This design comes from an exercise in tuning for small area, a short achievable clock period and few clock cycles on the open sky130 flow, not from production work. RTL that was checked went through simulation tests only; none was proved equivalent to the original. The flow treats the clock pin as an ideal source. Dropping or thinning the clock tree relies on that and would not hold on a real chip. Power and IR drop assume default switching activity.

== lagoon ==
==> flow/design.v <==
`timescale 1ns/1ps
module sha256_padder (
	input  logic         clock,
	input  logic         regin_reset,
	input  logic         go,
	input  logic [5:0]   msg_len,
	input  logic [7:0]   mem_data,
	output logic [6:0]   mem_req,
	output logic [511:0] block,
	output logic         pad_rdy
);
	logic       en;      
	logic [5:0] addr;    
	logic       vld;     
	logic       clr;     
	logic       hd;      
	logic [5:0] len;     
	logic       busy;
	logic       accept;
	logic       done;
	logic [7:0] msg [0:54];   
	logic       mark55;       
	assign busy   = en | vld | clr;
	assign accept = go & ~busy;
	assign done   = (clr | vld) & ~en;
	assign mem_req = {en, addr};
	always_ff @(posedge clock) begin
		if (regin_reset) begin
			en      <= 1'b0;
			addr    <= 6'd0;
			vld     <= 1'b0;
			clr     <= 1'b0;
			hd      <= 1'b1;
			pad_rdy <= 1'b0;
		end else begin
			vld     <= en;
			clr     <= accept;
			hd      <= ~en & ~accept;
			pad_rdy <= done | (pad_rdy & ~accept);
			if (accept) begin
				en   <= (msg_len != 6'd0);
				addr <= msg_len - 6'd1;
			end else if (en) begin
				en   <= (addr != 6'd0);
				addr <= addr - 6'd1;
			end
		end
	end
	always_ff @(posedge clock) begin
		len <= len ^ ({6{accept}} & (msg_len ^ len));
	end
	logic sh;
	assign sh = vld;
	always_ff @(posedge clock) begin
		msg[0] <= ({8{sh}} & mem_data) | ({8{clr}} & 8'h80) | ({8{hd}} & msg[0]);
		for (int i = 1; i < 55; i++) begin
			msg[i] <= ({8{sh}} & msg[i - 1]) | ({8{hd}} & msg[i]);
		end
		mark55 <= (sh & msg[54][7]) | (hd & mark55);
	end
	always_comb begin
		block = '0;
		for (int i = 0; i < 55; i++) begin
			block[511 - 8 * i -: 8] = msg[i];
		end
		block[71] = mark55;
		block[8:3] = len;
	end
endmodule
Settings: LEC_CHECK=0, ABC_AREA=1, CAP_MARGIN=20, CORE_MARGIN=2, CORE_UTILIZATION=60, CTS_CLUSTER_DIAMETER=80, CTS_CLUSTER_SIZE=30, SETUP_SLACK_MARGIN=2.3, SLEW_MARGIN=20; clock period 4.0 ns.
standard.sh (not shown) runs the stock make flow with config.mk's settings and CLKGATE_MAP_FILE= SYNTH_SCRIPT=/design/flow/synth_recipe.tcl, a recipe that flattens the netlist after the stock synthesis.
==> flow/flow/run.sh <==
#!/bin/bash
# Standard layout with buf_1 as the port buffer cell and the CTS root buffer
# removed (see post_cts.tcl). Each tool's output goes to standard.log.
export BUFFER_PORTS_ARGS="-buffer_cell sky130_fd_sc_hd__buf_1"
export POST_CTS_TCL=$PWD/flow/post_cts.tcl
bash standard.sh > standard.log 2>&1
==> flow/flow/post_cts.tcl <==
set block [ord::get_db_block]
set root [$block findInst clkbuf_0_clock]
if { $root != "NULL" } {
  set in_net [[$root findITerm A] getNet]
  set out_net [[$root findITerm X] getNet]
  set sinks {}
  foreach it [$out_net getITerms] {
    if { [$it getInst] != $root } { lappend sinks $it }
  }
  puts "post_cts: root buffer drives [llength $sinks] pins"
  if { [llength $sinks] <= 4 } {
    foreach it $sinks {
      $it disconnect
      $it connect $in_net
    }
    [$root findITerm A] disconnect
    [$root findITerm X] disconnect
    odb::dbInst_destroy $root
    odb::dbNet_destroy $out_net
    puts "post_cts: removed root buffer"
  }
}
estimate_parasitics -placement
repair_timing_helper
detailed_placement
check_placement -verbose
report_clock_min_period
The following lists how cedar was set up differently from lagoon:
Settings: clearing SETUP_SLACK_MARGIN, which used to be 2.3.
## What came out
NOTE: met2 track demand over resource in global routing in cedar falls short of that of lagoon
What lagoon reported for final non-filler cell area has to be multiplied by 0.80 to get the figure for cedar.
Against lagoon, cedar reports a sequential power that is lower.
STATUS final wirelength: cedar wins against lagoon
When cedar is set beside lagoon, its combinational share of power turns out to be 3.1 points smaller.
In cedar, total design power is lower than in lagoon.
Number of filler instances in the final layout, lagoon and cedar: higher on cedar
cedar | stages: all done | timing, DRC, antenna: all pass
Internal power contribution, lagoon and cedar: larger value in lagoon
In cedar, the share of power burned in the clock network came out 0.7 points above the value in lagoon.
No functional check of the RTL was part of any run of this note.

========
## run 1
Another version of the RTL of sha256_padder (not shown whole).
Size: roughly 470 flip-flops, roughly 540 I/O pins, about 15000 sq um of cells after synthesis.
==> flow/config.mk <==
export PLATFORM = sky130hd
export DESIGN_NAME = sha256_padder
export DESIGN_NICKNAME = sha256_padder
export VERILOG_FILES = /design/flow/design.v
export SDC_FILE = /design/flow/constraint.sdc
export NUM_CORES = 4
export LEC_CHECK = 0
export CAP_MARGIN = 20
export CORE_ASPECT_RATIO = 4
export CORE_MARGIN = 2
export CORE_UTILIZATION = 60
export SETUP_SLACK_MARGIN = 2.5
export SLEW_MARGIN = 20
==> flow/constraint.sdc <==
create_clock -name core_clock -period 4.0 [get_ports {clock}]
set_input_delay 0.8000 -clock core_clock [delete_from_list [all_inputs] [get_ports {clock}]]
set_output_delay 0.8000 -clock core_clock [all_outputs]
set_load 0.01 [all_outputs]
==> flow/flow/run.sh <==
#!/bin/bash
# Layout: the standard flow with these changes.
#  - synthesis runs first, exactly as standard (synth.log);
#  - after synthesis, repair uses no delay cells (dont_use.tcl);
#  - port buffers are buf_1;
#  - flip-flops that drive an output buffer drive only it: their other
#    loads move to the buffer output; repair_design caps fanout (pre_resize.tcl);
#  - the CTS buffer tree is replaced by a two-level inverter tree, and the
#    post-CTS repair runs on that tree (post_cts.tcl).
#  - repair may resize cells to other footprints (MATCH_CELL_FOOTPRINT=0).
# The rest of the tools' output goes to standard.log.
set -e
bash standard.sh synth > synth.log 2>&1
F=$PWD/flow
export BUFFER_PORTS_ARGS="-buffer_cell sky130_fd_sc_hd__buf_1"
export PRE_FLOORPLAN_TCL=$F/dont_use.tcl
export PRE_RESIZE_TCL=$F/pre_resize.tcl
export PRE_CTS_TCL=$F/dont_use.tcl
export POST_CTS_TCL=$F/post_cts.tcl
export PRE_GLOBAL_ROUTE_TCL=$F/dont_use.tcl
export FLOW_MAX_FANOUT=16
bash standard.sh SKIP_CTS_REPAIR_TIMING=1 MATCH_CELL_FOOTPRINT=0 finish > standard.log 2>&1
==> flow/flow/pre_resize.tcl <==
# Before repair_design:
#  - a flip-flop that drives an output port's buffer hands its other loads to
#    the buffer's output, so the flip-flop itself drives only the buffer;
#  - cap the fanout so the wide control nets (shift and hold selects of the
#    block register) get buffer trees.
source [file dirname [info script]]/dont_use.tcl

set block [ord::get_db_block]
set moved 0
foreach bt [$block getBTerms] {
  if {[$bt getIoType] != "OUTPUT"} { continue }
  set pnet [$bt getNet]
  if {$pnet == "NULL"} { continue }
  set drv ""
  foreach it [$pnet getITerms] { if {[$it isOutputSignal]} { set drv $it } }
  if {$drv == ""} { continue }
  set buf [$drv getInst]
  if {![string match "sky130_fd_sc_hd__buf_*" [[$buf getMaster] getName]]} { continue }
  set in_net [[$buf findITerm A] getNet]
  if {$in_net == "NULL" || [llength [$in_net getBTerms]] > 0} { continue }
  set src ""
  foreach it [$in_net getITerms] { if {[$it isOutputSignal]} { set src $it } }
  if {$src == "" || [[$src getMTerm] getName] != "Q"} { continue }
  foreach it [$in_net getITerms] {
    if {$it == $src || [$it getInst] == $buf} { continue }
    $it disconnect
    $it connect $pnet
    incr moved
  }
}
puts "pre_resize: moved $moved loads behind output buffers"

set_max_fanout $::env(FLOW_MAX_FANOUT) [current_design]
Other scripts of this flow, unchanged in this note and not shown: flow/flow/dont_use.tcl, flow/flow/inv_tree.tcl, flow/flow/post_cts.tcl
Testbench counts of run 1, summed over its fixed seeds: cycles 15,553.
Here is what was changed in the inputs of run 2 compared with run 1.
==> flow/flow/run.sh <==
#!/bin/bash
# Layout: the standard flow with these changes.
#  - synthesis runs first, exactly as standard (synth.log);
#  - after synthesis, repair uses no delay cells (dont_use.tcl);
#  - port buffers are buf_2;
#  - repair_design caps fanout (pre_resize.tcl);
#  - the CTS buffer tree is replaced by a two-level inverter tree, and the
#    post-CTS repair runs on that tree (post_cts.tcl).
# The rest of the tools' output goes to standard.log.
set -e
bash standard.sh synth > synth.log 2>&1
F=$PWD/flow
export BUFFER_PORTS_ARGS="-buffer_cell sky130_fd_sc_hd__buf_2"
export PRE_FLOORPLAN_TCL=$F/dont_use.tcl
export PRE_RESIZE_TCL=$F/pre_resize.tcl
export PRE_CTS_TCL=$F/dont_use.tcl
export POST_CTS_TCL=$F/post_cts.tcl
export PRE_GLOBAL_ROUTE_TCL=$F/dont_use.tcl
export FLOW_MAX_FANOUT=16
bash standard.sh SKIP_CTS_REPAIR_TIMING=1 finish > standard.log 2>&1
==> flow/flow/pre_resize.tcl <==
# Before repair_design: cap the fanout so the wide control nets (shift and
# hold selects of the block register) get buffer trees.
source [file dirname [info script]]/dont_use.tcl
set_max_fanout $::env(FLOW_MAX_FANOUT) [current_design]
--- a/flow/config.mk
+++ b/flow/config.mk
@@ -9,5 +9,5 @@
 export CORE_ASPECT_RATIO = 4
 export CORE_MARGIN = 2
-export CORE_UTILIZATION = 60
+export CORE_UTILIZATION = 70
 export SETUP_SLACK_MARGIN = 2.5
 export SLEW_MARGIN = 20
Findings:
As the logs show, run 2 stopped at global routing (5_1_grt) after a tool error, so it never reached the end of the flow.
Global placer's final weighted congestion is higher on run 2
Between run 1 and run 2, the difference in number of register bits inferred by synthesis is negligible.
Number of cells after detailed placement of run 2 falls short of that of run 1 slightly.
Effective utilization at floorplan: higher on run 2
Delta(number of placement rows, run 2 - run 1) < 0
From run 1 to run 2 the numbers moved as follows: die height lower, sequential element share of the synthesized area roughly the same, post-place instance area higher.
> inputs changed (run 2 -> run 3)
==> flow/flow/run.sh <==
#!/bin/bash
# Layout: the standard flow with these changes.
#  - synthesis runs first, exactly as standard (synth.log);
#  - after synthesis, repair uses no delay cells (dont_use.tcl);
#  - port buffers are buf_1;
#  - flip-flops that drive an output buffer drive only it: their other
#    loads move to the buffer output; repair_design caps fanout (pre_resize.tcl);
#  - the CTS buffer tree is replaced by a two-level inverter tree, and the
#    post-CTS repair runs on that tree (post_cts.tcl).
#  - repair may resize cells to other footprints (MATCH_CELL_FOOTPRINT=0).
# The rest of the tools' output goes to standard.log.
set -e
bash standard.sh synth > synth.log 2>&1
F=$PWD/flow
export BUFFER_PORTS_ARGS="-buffer_cell sky130_fd_sc_hd__buf_1"
export PRE_FLOORPLAN_TCL=$F/dont_use.tcl
export PRE_RESIZE_TCL=$F/pre_resize.tcl
export PRE_CTS_TCL=$F/dont_use.tcl
export POST_CTS_TCL=$F/post_cts.tcl
export PRE_GLOBAL_ROUTE_TCL=$F/dont_use.tcl
export FLOW_MAX_FANOUT=16
bash standard.sh SKIP_CTS_REPAIR_TIMING=1 MATCH_CELL_FOOTPRINT=0 finish > standard.log 2>&1
==> flow/flow/pre_resize.tcl <==
# Before repair_design:
#  - a flip-flop that drives an output port's buffer hands its other loads to
#    the buffer's output, so the flip-flop itself drives only the buffer;
#  - cap the fanout so the wide control nets (shift and hold selects of the
#    block register) get buffer trees.
source [file dirname [info script]]/dont_use.tcl

set block [ord::get_db_block]
set moved 0
foreach bt [$block getBTerms] {
  if {[$bt getIoType] != "OUTPUT"} { continue }
  set pnet [$bt getNet]
  if {$pnet == "NULL"} { continue }
  set drv ""
  foreach it [$pnet getITerms] { if {[$it isOutputSignal]} { set drv $it } }
  if {$drv == ""} { continue }
  set buf [$drv getInst]
  if {![string match "sky130_fd_sc_hd__buf_*" [[$buf getMaster] getName]]} { continue }
  set in_net [[$buf findITerm A] getNet]
  if {$in_net == "NULL" || [llength [$in_net getBTerms]] > 0} { continue }
  set src ""
  foreach it [$in_net getITerms] { if {[$it isOutputSignal]} { set src $it } }
  if {$src == "" || [[$src getMTerm] getName] != "Q"} { continue }
  foreach it [$in_net getITerms] {
    if {$it == $src || [$it getInst] == $buf} { continue }
    $it disconnect
    $it connect $pnet
    incr moved
  }
}
puts "pre_resize: moved $moved loads behind output buffers"

set_max_fanout $::env(FLOW_MAX_FANOUT) [current_design]
--- a/flow/config.mk
+++ b/flow/config.mk
@@ -10,4 +10,4 @@
 export CORE_MARGIN = 2
 export CORE_UTILIZATION = 70
-export SETUP_SLACK_MARGIN = 2.5
+export SETUP_SLACK_MARGIN = 2.4
 export SLEW_MARGIN = 20
Results
- Both conditions hold for run 3: the flow ran to the end and the final layout passed the timing, design-rule and antenna checks.
- As far as adder-cell share of the synthesized area goes, run 3 and run 2 are indistinguishable; the numbers are identical.
- Where setup slack after placement is concerned, run 2 is better than run 3.
- Post-synth design cell area came out exactly the same in run 3 and run 2.
- Delta (run 3 minus run 2): count of input and output buffers has remained practically unchanged; starting density of the core comparable; instance area after placement dropped 3.1%; HPWL after detailed placement went up by about 6.6%; share of synthesized flip-flops with an asynchronous set or reset now sits at about the same level.
- Diff run 2 -> run 3: fraction of the mapped netlist area in compound gates about even; sequential area share after synthesis was more or less identical.
Input changes introduced in run 4 (baseline for comparison: run 3):
==> flow/flow/run.sh <==
#!/bin/bash
# Layout: the standard flow with these changes.
#  - synthesis runs first, exactly as standard (synth.log);
#  - after synthesis, repair uses no delay cells (dont_use.tcl);
#  - port buffers are buf_2;
#  - repair_design caps fanout (pre_resize.tcl);
#  - the CTS buffer tree is replaced by a two-level inverter tree (post_cts.tcl).
# The rest of the tools' output goes to standard.log.
set -e
bash standard.sh synth > synth.log 2>&1
F=$PWD/flow
export BUFFER_PORTS_ARGS="-buffer_cell sky130_fd_sc_hd__buf_2"
export PRE_FLOORPLAN_TCL=$F/dont_use.tcl
export PRE_RESIZE_TCL=$F/pre_resize.tcl
export PRE_CTS_TCL=$F/dont_use.tcl
export POST_CTS_TCL=$F/post_cts.tcl
export PRE_GLOBAL_ROUTE_TCL=$F/dont_use.tcl
export FLOW_MAX_FANOUT=16
bash standard.sh > standard.log 2>&1
==> flow/flow/pre_resize.tcl <==
# Before repair_design: cap the fanout so the wide control nets (shift and
# hold selects of the block register) get buffer trees.
source [file dirname [info script]]/dont_use.tcl
set_max_fanout $::env(FLOW_MAX_FANOUT) [current_design]
--- a/flow/config.mk
+++ b/flow/config.mk
@@ -10,4 +10,4 @@
 export CORE_MARGIN = 2
 export CORE_UTILIZATION = 70
-export SETUP_SLACK_MARGIN = 2.4
+export SETUP_SLACK_MARGIN = 2.3
 export SLEW_MARGIN = 20
- Run 4 terminated abnormally: clock tree synthesis (4_1_cts) reported DPL-0038.
- Summary of run 4 over run 3: count of placed standard cells including taps was more or less identical, cell area reported after detailed placement went up by about 3.2%, mean post-synth cell area was more or less identical, count of state elements after synthesis was more or less identical, arithmetic-cell share of the synthesized area counting full adders, half adders and majority gates was more or less identical.
- Run 4 vs. run 3: mux cell area share after synthesis stayed essentially flat; pre-CTS setup slack rose by 0.64 ns; final weighted congestion of routability-driven global placement rose by 2.0%.
Modified inputs, run 5 compared to run 4
--- a/flow/flow/run.sh
+++ b/flow/flow/run.sh
@@ -4,6 +4,9 @@
 #  - after synthesis, repair uses no delay cells (dont_use.tcl);
 #  - port buffers are buf_2;
-#  - repair_design caps fanout (pre_resize.tcl);
-#  - the CTS buffer tree is replaced by a two-level inverter tree (post_cts.tcl).
+#  - flip-flops that drive an output buffer drive only it: their other
+#    loads move to the buffer output; repair_design caps fanout (pre_resize.tcl);
+#  - the CTS buffer tree is replaced by a two-level inverter tree, and the
+#    post-CTS repair runs on that tree (post_cts.tcl).
+#  - repair may resize cells to other footprints (MATCH_CELL_FOOTPRINT=0).
 # The rest of the tools' output goes to standard.log.
 set -e
@@ -17,3 +20,3 @@
 export PRE_GLOBAL_ROUTE_TCL=$F/dont_use.tcl
 export FLOW_MAX_FANOUT=16
-bash standard.sh > standard.log 2>&1
+bash standard.sh SKIP_CTS_REPAIR_TIMING=1 MATCH_CELL_FOOTPRINT=0 finish > standard.log 2>&1
==> flow/flow/pre_resize.tcl <==
# Before repair_design:
#  - a flip-flop that drives an output port's buffer hands its other loads to
#    the buffer's output, so the flip-flop itself drives only the buffer;
#  - cap the fanout so the wide control nets (shift and hold selects of the
#    block register) get buffer trees.
source [file dirname [info script]]/dont_use.tcl

set block [ord::get_db_block]
set moved 0
foreach bt [$block getBTerms] {
  if {[$bt getIoType] != "OUTPUT"} { continue }
  set pnet [$bt getNet]
  if {$pnet == "NULL"} { continue }
  set drv ""
  foreach it [$pnet getITerms] { if {[$it isOutputSignal]} { set drv $it } }
  if {$drv == ""} { continue }
  set buf [$drv getInst]
  if {![string match "sky130_fd_sc_hd__buf_*" [[$buf getMaster] getName]]} { continue }
  set in_net [[$buf findITerm A] getNet]
  if {$in_net == "NULL" || [llength [$in_net getBTerms]] > 0} { continue }
  set src ""
  foreach it [$in_net getITerms] { if {[$it isOutputSignal]} { set src $it } }
  if {$src == "" || [[$src getMTerm] getName] != "Q"} { continue }
  foreach it [$in_net getITerms] {
    if {$it == $src || [$it getInst] == $buf} { continue }
    $it disconnect
    $it connect $pnet
    incr moved
  }
}
puts "pre_resize: moved $moved loads behind output buffers"

set_max_fanout $::env(FLOW_MAX_FANOUT) [current_design]
--- a/flow/config.mk
+++ b/flow/config.mk
@@ -10,4 +10,4 @@
 export CORE_MARGIN = 2
 export CORE_UTILIZATION = 70
-export SETUP_SLACK_MARGIN = 2.3
+export SETUP_SLACK_MARGIN = 2.4
 export SLEW_MARGIN = 20
==> comparison <==
Diff run 5..run 4 | adder and majority cell fraction of the synthesized area | unchanged
Higher final HPWL from detailed placement goes to run 5 over run 4.
Run 5 vs. run 4: fraction of the mapped netlist area in compound gates has remained practically unchanged; minimum setup slack after placement has remained practically unchanged.
Run 5 went all the way through the flow, and no timing, DRC or antenna check failed.
Post-detailed-placement cell area of run 4 is on par with run 5.
The inputs of run 6 differ from those of run 5 as listed below.
==> flow/flow/run.sh <==
#!/bin/bash
# Layout: the standard flow with these changes.
#  - synthesis runs first, exactly as standard (synth.log);
#  - after synthesis, repair uses no delay cells (dont_use.tcl);
#  - port buffers are buf_2;
#  - repair_design caps fanout (pre_resize.tcl);
#  - the CTS buffer tree is replaced by a two-level inverter tree (post_cts.tcl).
# The rest of the tools' output goes to standard.log.
set -e
bash standard.sh synth > synth.log 2>&1
F=$PWD/flow
export BUFFER_PORTS_ARGS="-buffer_cell sky130_fd_sc_hd__buf_2"
export PRE_FLOORPLAN_TCL=$F/dont_use.tcl
export PRE_RESIZE_TCL=$F/pre_resize.tcl
export PRE_CTS_TCL=$F/dont_use.tcl
export POST_CTS_TCL=$F/post_cts.tcl
export PRE_GLOBAL_ROUTE_TCL=$F/dont_use.tcl
export FLOW_MAX_FANOUT=16
bash standard.sh > standard.log 2>&1
==> flow/flow/pre_resize.tcl <==
# Before repair_design: cap the fanout so the wide control nets (shift and
# hold selects of the block register) get buffer trees.
source [file dirname [info script]]/dont_use.tcl
set_max_fanout $::env(FLOW_MAX_FANOUT) [current_design]
Findings:
clock tree synthesis (4_1_cts): run 6 exited with error
[compare] base=run 5 new=run 6: instance area at placement saw little to no change, TritonCTS sink count saw little to no change, share of synthesized cell area in full adder, half adder and majority cells saw little to no change, width of the die saw little to no change.
Comparing run 6 against run 5, there is no change at all in weighted congestion reported at the end of routability-driven placement.
Complex-gate fraction of the synthesized area delta (run 5 -> run 6): insignificant
Pre-CTS setup slack delta (run 6 -> run 5): insignificant
Re number of placed I/O pins: no difference whatsoever between run 6 and run 5.
Comparing run 5 and run 6, post-detailed-placement half-perimeter wirelength is higher on run 5.
The clock cells of run 1, run 3 and run 5 come from the design's own scripts or RTL, not from TritonCTS.

-- afterwards: timing with drivers on the ports --
No port has a modelled driver above. Below, the same layouts with a new extraction and two added sets of constraints.
Step 1 assumes that a clkbuf_16 drives the clock port and a buf_2 every other input.
Step 2 also shifts input and output timing later by t, the mid clock arrival at the registers, as if the neighbouring blocks saw the same clock.
Slacks: ideal / step 1 / step 2; pairs: ideal / step 1.
run | shift t [ns] | setup WS [ns] | worst setup path after step 2
lagoon | 0.463 | 2.264 / 2.210 / 1.836 | input to register
cedar | 0.452 | 1.706 / 1.706 / 1.493 | input to register
run 1 | 0.418 | 2.420 / 2.222 / 2.329 | input to register
run 3 | 0.404 | 2.399 / 2.175 / 2.258 | input to register
run 5 | 0.402 | 2.376 / 2.176 / 2.292 | input to register
After both steps setup and hold are still met in every run listed. The setup slack of lagoon, which loses most, moves by -0.054 ns with the drivers and by -0.428 ns with both steps.
